From an optimization exercise on the open Yosys and OpenROAD flow, aimed at small area, a short achievable clock period and few clock cycles; shortcuts taken in it are not production practice.
Only simulation tests tie the RTL to the original design; equivalence was not proved.
Power figures rest on the tool's default switching activity, not on a simulated workload.

==> flow/design.v <==
package cpu_pkg;
    localparam int data_w    = 8;
    localparam int instr_w   = 16;
    localparam int reg_count = 16;
    localparam int op_lsb  = 12;
    localparam int rd_lsb  = 8;
    localparam int rs1_lsb = 4;
    localparam int rs2_lsb = 0;
    typedef logic [3:0]        reg_addr_t;
    typedef logic [data_w-1:0] data_t;
    typedef enum logic [3:0] {
        op_nop  = 4'd0,
        op_add  = 4'd1,
        op_sub  = 4'd2,
        op_and  = 4'd3,
        op_or   = 4'd4,
        op_xor  = 4'd5,
        op_shl  = 4'd6,
        op_shr  = 4'd7,
        op_ldi  = 4'd8,
        op_mul  = 4'd9,
        op_in   = 4'd10,
        op_out  = 4'd11,
        op_halt = 4'd15
    } opcode_t;
    typedef enum logic {
        unit_alu,
        unit_mul
    } unit_t;
endpackage
module mult_unit (
    input  logic [7:0] a,
    input  logic [7:0] b,
    output logic [7:0] r0,
    output logic [7:0] r1,
    output logic [7:0] r2
);
    logic pp0_0, pp0_1, pp1_0, pp0_2, pp1_1, pp2_0, pp0_3, pp1_2, pp2_1, pp3_0, pp0_4, pp1_3, pp2_2, pp3_1, pp4_0, pp0_5, pp1_4, pp2_3, pp3_2, pp4_1, pp5_0, pp0_6, pp1_5, pp2_4, pp3_3, pp4_2, pp5_1, pp6_0, pp0_7, pp1_6, pp2_5, pp3_4, pp4_3, pp5_2, pp6_1, pp7_0;
    logic hs1, hc2, fs3, fc4, hs5, hc6, hs7, hc8, fs9, fc10, hs11, hc12, fs13, fc14, fs15, fc16, fs17, fc18, fs19, fc20, hs21, hc22, fs23, fc24, fs25, fc26, fs27, fc28, fs29, fc30;
    assign pp0_0 = a[0] & b[0];
    assign pp0_1 = a[0] & b[1];
    assign pp1_0 = a[1] & b[0];
    assign pp0_2 = a[0] & b[2];
    assign pp1_1 = a[1] & b[1];
    assign pp2_0 = a[2] & b[0];
    assign pp0_3 = a[0] & b[3];
    assign pp1_2 = a[1] & b[2];
    assign pp2_1 = a[2] & b[1];
    assign pp3_0 = a[3] & b[0];
    assign pp0_4 = a[0] & b[4];
    assign pp1_3 = a[1] & b[3];
    assign pp2_2 = a[2] & b[2];
    assign pp3_1 = a[3] & b[1];
    assign pp4_0 = a[4] & b[0];
    assign pp0_5 = a[0] & b[5];
    assign pp1_4 = a[1] & b[4];
    assign pp2_3 = a[2] & b[3];
    assign pp3_2 = a[3] & b[2];
    assign pp4_1 = a[4] & b[1];
    assign pp5_0 = a[5] & b[0];
    assign pp0_6 = a[0] & b[6];
    assign pp1_5 = a[1] & b[5];
    assign pp2_4 = a[2] & b[4];
    assign pp3_3 = a[3] & b[3];
    assign pp4_2 = a[4] & b[2];
    assign pp5_1 = a[5] & b[1];
    assign pp6_0 = a[6] & b[0];
    assign pp0_7 = a[0] & b[7];
    assign pp1_6 = a[1] & b[6];
    assign pp2_5 = a[2] & b[5];
    assign pp3_4 = a[3] & b[4];
    assign pp4_3 = a[4] & b[3];
    assign pp5_2 = a[5] & b[2];
    assign pp6_1 = a[6] & b[1];
    assign pp7_0 = a[7] & b[0];
    assign hs1 = pp0_6 ^ pp1_5;
    assign hc2 = pp0_6 & pp1_5;
    assign fs3 = pp0_7 ^ pp1_6 ^ pp2_5;
    assign fc4 = (pp0_7 & pp1_6) | (pp0_7 & pp2_5) | (pp1_6 & pp2_5);
    assign hs5 = pp3_4 ^ pp4_3;
    assign hc6 = pp3_4 & pp4_3;
    assign hs7 = pp0_4 ^ pp1_3;
    assign hc8 = pp0_4 & pp1_3;
    assign fs9 = pp0_5 ^ pp1_4 ^ pp2_3;
    assign fc10 = (pp0_5 & pp1_4) | (pp0_5 & pp2_3) | (pp1_4 & pp2_3);
    assign hs11 = pp3_2 ^ pp4_1;
    assign hc12 = pp3_2 & pp4_1;
    assign fs13 = hs1 ^ pp2_4 ^ pp3_3;
    assign fc14 = (hs1 & pp2_4) | (hs1 & pp3_3) | (pp2_4 & pp3_3);
    assign fs15 = pp4_2 ^ pp5_1 ^ pp6_0;
    assign fc16 = (pp4_2 & pp5_1) | (pp4_2 & pp6_0) | (pp5_1 & pp6_0);
    assign fs17 = hc2 ^ fs3 ^ hs5;
    assign fc18 = (hc2 & fs3) | (hc2 & hs5) | (fs3 & hs5);
    assign fs19 = pp5_2 ^ pp6_1 ^ pp7_0;
    assign fc20 = (pp5_2 & pp6_1) | (pp5_2 & pp7_0) | (pp6_1 & pp7_0);
    assign hs21 = pp0_3 ^ pp1_2;
    assign hc22 = pp0_3 & pp1_2;
    assign fs23 = hs7 ^ pp2_2 ^ pp3_1;
    assign fc24 = (hs7 & pp2_2) | (hs7 & pp3_1) | (pp2_2 & pp3_1);
    assign fs25 = hc8 ^ fs9 ^ hs11;
    assign fc26 = (hc8 & fs9) | (hc8 & hs11) | (fs9 & hs11);
    assign fs27 = fc10 ^ hc12 ^ fs13;
    assign fc28 = (fc10 & hc12) | (fc10 & fs13) | (hc12 & fs13);
    assign fs29 = fc14 ^ fc16 ^ fs17;
    assign fc30 = (fc14 & fc16) | (fc14 & fs17) | (fc16 & fs17);
    assign r0[0] = pp0_0;
    assign r1[0] = 1'b0;
    assign r2[0] = 1'b0;
    assign r0[1] = pp0_1;
    assign r1[1] = pp1_0;
    assign r2[1] = 1'b0;
    assign r0[2] = pp0_2;
    assign r1[2] = pp1_1;
    assign r2[2] = pp2_0;
    assign r0[3] = hs21;
    assign r1[3] = pp2_1;
    assign r2[3] = pp3_0;
    assign r0[4] = hc22;
    assign r1[4] = fs23;
    assign r2[4] = pp4_0;
    assign r0[5] = fc24;
    assign r1[5] = fs25;
    assign r2[5] = pp5_0;
    assign r0[6] = fc26;
    assign r1[6] = fs27;
    assign r2[6] = fs15;
    assign r0[7] = fc28;
    assign r1[7] = fs29;
    assign r2[7] = fs19;
endmodule
module cpu #(
    parameter int rob_depth = 8
) (
    input  logic                        clk,
    input  logic                        rst,
    input  logic [cpu_pkg::instr_w-1:0] instr,
    input  logic                        instr_valid,
    input  logic [15:0]                 sw,
    output logic                        stall,
    output cpu_pkg::data_t              led,
    output logic                        retire_valid,
    output cpu_pkg::reg_addr_t          retire_rd,
    output cpu_pkg::data_t              retire_value,
    output logic                        retire_write
);
    logic [3:0] op;
    logic       accept, halted;
    logic       uses1, uses2;
    assign op    = instr[15:12];
    assign uses2 = ((op != 4'd0) && (op <= 4'd7)) || (op == 4'd9);
    assign uses1 = uses2 || (op == 4'd11);
    cpu_pkg::data_t regs [cpu_pkg::reg_count];
    logic           d_valid, d_wait, d_write, d_mul;
    logic [3:0]     d_op, d_rd, d_rs1, d_rs2;
    logic           d_go;
    logic           f1_x1, f1_x2, f2_x1, f2_x2, f1_r, f2_r;
    logic           x1_valid, x1_write, x1_out, x1_mul;
    logic [3:0]     x1_rd;
    logic           x1_add, x1_sub, x1_and, x1_or, x1_xor, x1_shl, x1_shr, x1_ldi, x1_pass;
    cpu_pkg::data_t sum, dif;
    cpu_pkg::data_t x1_a, x1_b;
    cpu_pkg::data_t x1_ma, x1_mb;    
    cpu_pkg::data_t next_a, next_b, other_a, other_b;
    logic           fwd_a, fwd_b;
    cpu_pkg::data_t alu, mul_r0, mul_r1, mul_r2;
    logic           x2_valid, x2_write, x2_out;
    logic [3:0]     x2_rd;
    cpu_pkg::data_t x2_s, x2_c, x2_e, csa_s, csa_c, result;
    logic           r_valid, r_write, r_out;
    logic [3:0]     r_rd;
    cpu_pkg::data_t r_value;
    assign stall  = halted || d_wait;
    assign accept = instr_valid && !stall && !rst;
    assign d_go   = d_valid && !d_wait;
    always_ff @(posedge clk) begin
        if (rst) begin
            halted   <= 1'b0;
            d_valid  <= 1'b0;
            d_wait   <= 1'b0;
            x1_valid <= 1'b0;
            x2_valid <= 1'b0;
            r_valid  <= 1'b0;
            led      <= 8'd0;
        end else begin
            if (accept && (op == 4'd15)) halted <= 1'b1;
            if (!d_wait) d_valid <= accept;
            d_wait   <= accept && d_valid && d_mul &&
                        ((uses1 && (d_rd == instr[7:4])) || (uses2 && (d_rd == instr[3:0])));
            x1_valid <= d_go;
            x2_valid <= x1_valid;
            r_valid  <= x2_valid;
            if (r_valid && r_out) led <= r_value;
        end
    end
    always_ff @(posedge clk) begin
        if (!d_wait) begin
            d_op    <= op;
            d_rd    <= instr[11:8];
            d_rs1   <= instr[7:4];
            d_rs2   <= instr[3:0];
            d_write <= (op != 4'd0) && (op <= 4'd10);
            d_mul   <= (op == 4'd9);
        end
    end
    assign f1_x1 = x1_valid && x1_write && (x1_rd == d_rs1);
    assign f2_x1 = x1_valid && x1_write && (x1_rd == d_rs2);
    assign f1_x2 = x2_valid && x2_write && (x2_rd == d_rs1);
    assign f2_x2 = x2_valid && x2_write && (x2_rd == d_rs2);
    assign f1_r  = r_valid && r_write && (r_rd == d_rs1);
    assign f2_r  = r_valid && r_write && (r_rd == d_rs2);
    always_comb begin
        if (d_op == 4'd10)  other_a = sw[7:0];
        else if (f1_x2)     other_a = result;
        else if (f1_r)      other_a = r_value;
        else                other_a = regs[d_rs1];
        if (d_op == 4'd8)   other_b = {d_rs1, d_rs2};
        else if (f2_x2)     other_b = result;
        else if (f2_r)      other_b = r_value;
        else                other_b = regs[d_rs2];
    end
    assign fwd_a = f1_x1 && (d_op != 4'd10);
    assign fwd_b = f2_x1 && (d_op != 4'd8);
    function automatic cpu_pkg::data_t pick(input logic f, input cpu_pkg::data_t other);
        pick = ({8{f && x1_add}}  & sum) |
               ({8{f && x1_sub}}  & dif) |
               ({8{f && x1_and}}  & (x1_a & x1_b)) |
               ({8{f && x1_or}}   & (x1_a | x1_b)) |
               ({8{f && x1_xor}}  & (x1_a ^ x1_b)) |
               ({8{f && x1_shl}}  & (x1_a << x1_b[2:0])) |
               ({8{f && x1_shr}}  & (x1_a >> x1_b[2:0])) |
               ({8{f && x1_ldi}}  & x1_b) |
               ({8{f && x1_pass}} & x1_a) |
               ({8{!f}}           & other);
    endfunction
    assign next_a = pick(fwd_a, other_a);
    assign next_b = pick(fwd_b, other_b);
    always_ff @(posedge clk) begin
        x1_add   <= (d_op == 4'd1);
        x1_sub   <= (d_op == 4'd2);
        x1_and   <= (d_op == 4'd3);
        x1_or    <= (d_op == 4'd4);
        x1_xor   <= (d_op == 4'd5);
        x1_shl   <= (d_op == 4'd6);
        x1_shr   <= (d_op == 4'd7);
        x1_ldi   <= (d_op == 4'd8);
        x1_pass  <= (d_op == 4'd0) || (d_op >= 4'd10);
        x1_rd    <= d_rd;
        x1_write <= d_write;
        x1_out   <= (d_op == 4'd11);
        x1_mul   <= d_mul;
        x1_a     <= next_a;
        x1_b     <= next_b;
        x1_ma    <= next_a;
        x1_mb    <= next_b;
    end
    assign sum = x1_a + x1_b;
    assign dif = x1_a - x1_b;
    assign alu = ({8{x1_add}}  & sum) |
                 ({8{x1_sub}}  & dif) |
                 ({8{x1_and}}  & (x1_a & x1_b)) |
                 ({8{x1_or}}   & (x1_a | x1_b)) |
                 ({8{x1_xor}}  & (x1_a ^ x1_b)) |
                 ({8{x1_shl}}  & (x1_a << x1_b[2:0])) |
                 ({8{x1_shr}}  & (x1_a >> x1_b[2:0])) |
                 ({8{x1_ldi}}  & x1_b) |
                 ({8{x1_pass}} & x1_a);
    mult_unit mul_inst (.a(x1_ma), .b(x1_mb), .r0(mul_r0), .r1(mul_r1), .r2(mul_r2));
    always_ff @(posedge clk) begin
        x2_s     <= x1_mul ? mul_r0 : alu;
        x2_c     <= x1_mul ? mul_r1 : 8'd0;
        x2_e     <= x1_mul ? mul_r2 : 8'd0;
        x2_rd    <= x1_rd;
        x2_write <= x1_write;
        x2_out   <= x1_out;
    end
    assign csa_s  = x2_s ^ x2_c ^ x2_e;
    assign csa_c  = {(x2_s[6:0] & x2_c[6:0]) | (x2_s[6:0] & x2_e[6:0]) | (x2_c[6:0] & x2_e[6:0]), 1'b0};
    assign result = csa_s + csa_c;
    always_ff @(posedge clk) begin
        for (int i = 0; i < cpu_pkg::reg_count; i++) begin
            if (rst || (r_valid && r_write && (r_rd == 4'(i)))) begin
                regs[i] <= rst ? 8'd0 : r_value;
            end
        end
    end
    always_ff @(posedge clk) begin
        r_value <= result;
        r_rd    <= x2_rd;
        r_write <= x2_write;
        r_out   <= x2_out;
    end
    assign retire_valid = r_valid;
    assign retire_rd    = r_rd;
    assign retire_value = r_value;
    assign retire_write = r_write;
endmodule
clock: 5.5 ns
lec_check: 0
cap_margin: 20
core_margin: 2
core_utilization: 40
setup_slack_margin: 3.0
slew_margin: 20
run.sh (not shown) runs the stock make flow with config.mk's settings and CLKGATE_MAP_FILE= SYNTH_SCRIPT=/design/flow/synth_recipe.tcl, a recipe that flattens the netlist after the stock synthesis.
Testbench counts at the start, summed over its fixed seeds: cycles 4,663.
==> next run, changes <==
--- a/flow/design.v
+++ b/flow/design.v
@@ -150,21 +150,18 @@
     assign uses2 = ((op != 4'd0) && (op <= 4'd7)) || (op == 4'd9);
     assign uses1 = uses2 || (op == 4'd11);
     cpu_pkg::data_t regs [cpu_pkg::reg_count];
     logic           d_valid, d_wait, d_write, d_mul;
     logic [3:0]     d_op, d_rd, d_rs1, d_rs2;
     logic           d_go;
-    logic           f1_x1, f1_x2, f2_x1, f2_x2, f1_r, f2_r;
+    logic           f1_x1, f1_x2, f2_x1, f2_x2;
     logic           x1_valid, x1_write, x1_out, x1_mul;
     logic [3:0]     x1_rd;
     logic           x1_add, x1_sub, x1_and, x1_or, x1_xor, x1_shl, x1_shr, x1_ldi, x1_pass;
     cpu_pkg::data_t sum, dif;
     cpu_pkg::data_t x1_a, x1_b;
-    cpu_pkg::data_t x1_ma, x1_mb;    
-    cpu_pkg::data_t next_a, next_b, other_a, other_b;
-    logic           fwd_a, fwd_b;
     cpu_pkg::data_t alu, mul_r0, mul_r1, mul_r2;
     logic           x2_valid, x2_write, x2_out;
     logic [3:0]     x2_rd;
     cpu_pkg::data_t x2_s, x2_c, x2_e, csa_s, csa_c, result;
     logic           r_valid, r_write, r_out;
     logic [3:0]     r_rd;
@@ -203,40 +200,12 @@
         end
     end
     assign f1_x1 = x1_valid && x1_write && (x1_rd == d_rs1);
     assign f2_x1 = x1_valid && x1_write && (x1_rd == d_rs2);
     assign f1_x2 = x2_valid && x2_write && (x2_rd == d_rs1);
     assign f2_x2 = x2_valid && x2_write && (x2_rd == d_rs2);
-    assign f1_r  = r_valid && r_write && (r_rd == d_rs1);
-    assign f2_r  = r_valid && r_write && (r_rd == d_rs2);
-    always_comb begin
-        if (d_op == 4'd10)  other_a = sw[7:0];
-        else if (f1_x2)     other_a = result;
-        else if (f1_r)      other_a = r_value;
-        else                other_a = regs[d_rs1];
-        if (d_op == 4'd8)   other_b = {d_rs1, d_rs2};
-        else if (f2_x2)     other_b = result;
-        else if (f2_r)      other_b = r_value;
-        else                other_b = regs[d_rs2];
-    end
-    assign fwd_a = f1_x1 && (d_op != 4'd10);
-    assign fwd_b = f2_x1 && (d_op != 4'd8);
-    function automatic cpu_pkg::data_t pick(input logic f, input cpu_pkg::data_t other);
-        pick = ({8{f && x1_add}}  & sum) |
-               ({8{f && x1_sub}}  & dif) |
-               ({8{f && x1_and}}  & (x1_a & x1_b)) |
-               ({8{f && x1_or}}   & (x1_a | x1_b)) |
-               ({8{f && x1_xor}}  & (x1_a ^ x1_b)) |
-               ({8{f && x1_shl}}  & (x1_a << x1_b[2:0])) |
-               ({8{f && x1_shr}}  & (x1_a >> x1_b[2:0])) |
-               ({8{f && x1_ldi}}  & x1_b) |
-               ({8{f && x1_pass}} & x1_a) |
-               ({8{!f}}           & other);
-    endfunction
-    assign next_a = pick(fwd_a, other_a);
-    assign next_b = pick(fwd_b, other_b);
     always_ff @(posedge clk) begin
         x1_add   <= (d_op == 4'd1);
         x1_sub   <= (d_op == 4'd2);
         x1_and   <= (d_op == 4'd3);
         x1_or    <= (d_op == 4'd4);
         x1_xor   <= (d_op == 4'd5);
@@ -245,29 +214,33 @@
         x1_ldi   <= (d_op == 4'd8);
         x1_pass  <= (d_op == 4'd0) || (d_op >= 4'd10);
         x1_rd    <= d_rd;
         x1_write <= d_write;
         x1_out   <= (d_op == 4'd11);
         x1_mul   <= d_mul;
-        x1_a     <= next_a;
-        x1_b     <= next_b;
-        x1_ma    <= next_a;
-        x1_mb    <= next_b;
+        if (d_op == 4'd10)  x1_a <= sw[7:0];
+        else if (f1_x1)     x1_a <= alu;
+        else if (f1_x2)     x1_a <= result;
+        else                x1_a <= regs[d_rs1];
+        if (d_op == 4'd8)   x1_b <= {d_rs1, d_rs2};
+        else if (f2_x1)     x1_b <= alu;
+        else if (f2_x2)     x1_b <= result;
+        else                x1_b <= regs[d_rs2];
     end
     assign sum = x1_a + x1_b;
     assign dif = x1_a - x1_b;
     assign alu = ({8{x1_add}}  & sum) |
                  ({8{x1_sub}}  & dif) |
                  ({8{x1_and}}  & (x1_a & x1_b)) |
                  ({8{x1_or}}   & (x1_a | x1_b)) |
                  ({8{x1_xor}}  & (x1_a ^ x1_b)) |
                  ({8{x1_shl}}  & (x1_a << x1_b[2:0])) |
                  ({8{x1_shr}}  & (x1_a >> x1_b[2:0])) |
                  ({8{x1_ldi}}  & x1_b) |
                  ({8{x1_pass}} & x1_a);
-    mult_unit mul_inst (.a(x1_ma), .b(x1_mb), .r0(mul_r0), .r1(mul_r1), .r2(mul_r2));
+    mult_unit mul_inst (.a(x1_a), .b(x1_b), .r0(mul_r0), .r1(mul_r1), .r2(mul_r2));
     always_ff @(posedge clk) begin
         x2_s     <= x1_mul ? mul_r0 : alu;
         x2_c     <= x1_mul ? mul_r1 : 8'd0;
         x2_e     <= x1_mul ? mul_r2 : 8'd0;
         x2_rd    <= x1_rd;
         x2_write <= x1_write;
@@ -275,14 +248,14 @@
     end
     assign csa_s  = x2_s ^ x2_c ^ x2_e;
     assign csa_c  = {(x2_s[6:0] & x2_c[6:0]) | (x2_s[6:0] & x2_e[6:0]) | (x2_c[6:0] & x2_e[6:0]), 1'b0};
     assign result = csa_s + csa_c;
     always_ff @(posedge clk) begin
         for (int i = 0; i < cpu_pkg::reg_count; i++) begin
-            if (rst || (r_valid && r_write && (r_rd == 4'(i)))) begin
-                regs[i] <= rst ? 8'd0 : r_value;
+            if (rst || (x2_valid && x2_write && (x2_rd == 4'(i)))) begin
+                regs[i] <= rst ? 8'd0 : result;
             end
         end
     end
     always_ff @(posedge clk) begin
         r_value <= result;
         r_rd    <= x2_rd;
The changed run produced a clean layout.
Register-to-register slack loses 30 ps.
Power shrinks by about 6%.
Worst setup slack loses 31 ps.
Sequential share of layout area grows by 1.5 points.
Final area shrinks by 4.3%.
Testbench counts after the change, summed over its fixed seeds: cycles 4,663.

## separate check: timing with driven ports
The flow's constraints put no driver on any port. The routed layouts listed below were extracted and timed again, unchanged, in two steps.
Step 1 sets driving cells, clkbuf_16 on the clock port and buf_2 on the other inputs (assumed; they add their load-dependent delay and slew).
Step 2 adds t to the input delays and takes it off the output delays; t is the mean of the earliest and latest rising clock arrival at the registers after step 1. Input paths then give back, and output paths get back, about the clock's delay inside the block.
a / b / c = ideal / step 1 / step 2; a / b = the first two.
| run | shift t [ns] | setup slack, ns | hold WS [ns] | slew at the worst register clock pin (ns) | cell pins on the clock port's net |
|---|---|---|---|---|---|
| the first run | 0.591 | 2.975 / 2.975 / 2.628 | 0.323 / 0.323 / 0.323 | 0.07 / 0.07 | 1 |
| the second run | 0.576 | 2.944 / 2.944 / 2.499 | 0.326 / 0.326 / 0.326 | 0.07 / 0.07 | 1 |
After both steps every run listed still meets setup and hold. The setup slack of the second run, which loses most, moves by 0.000 ns with the drivers and by -0.445 ns with both steps.
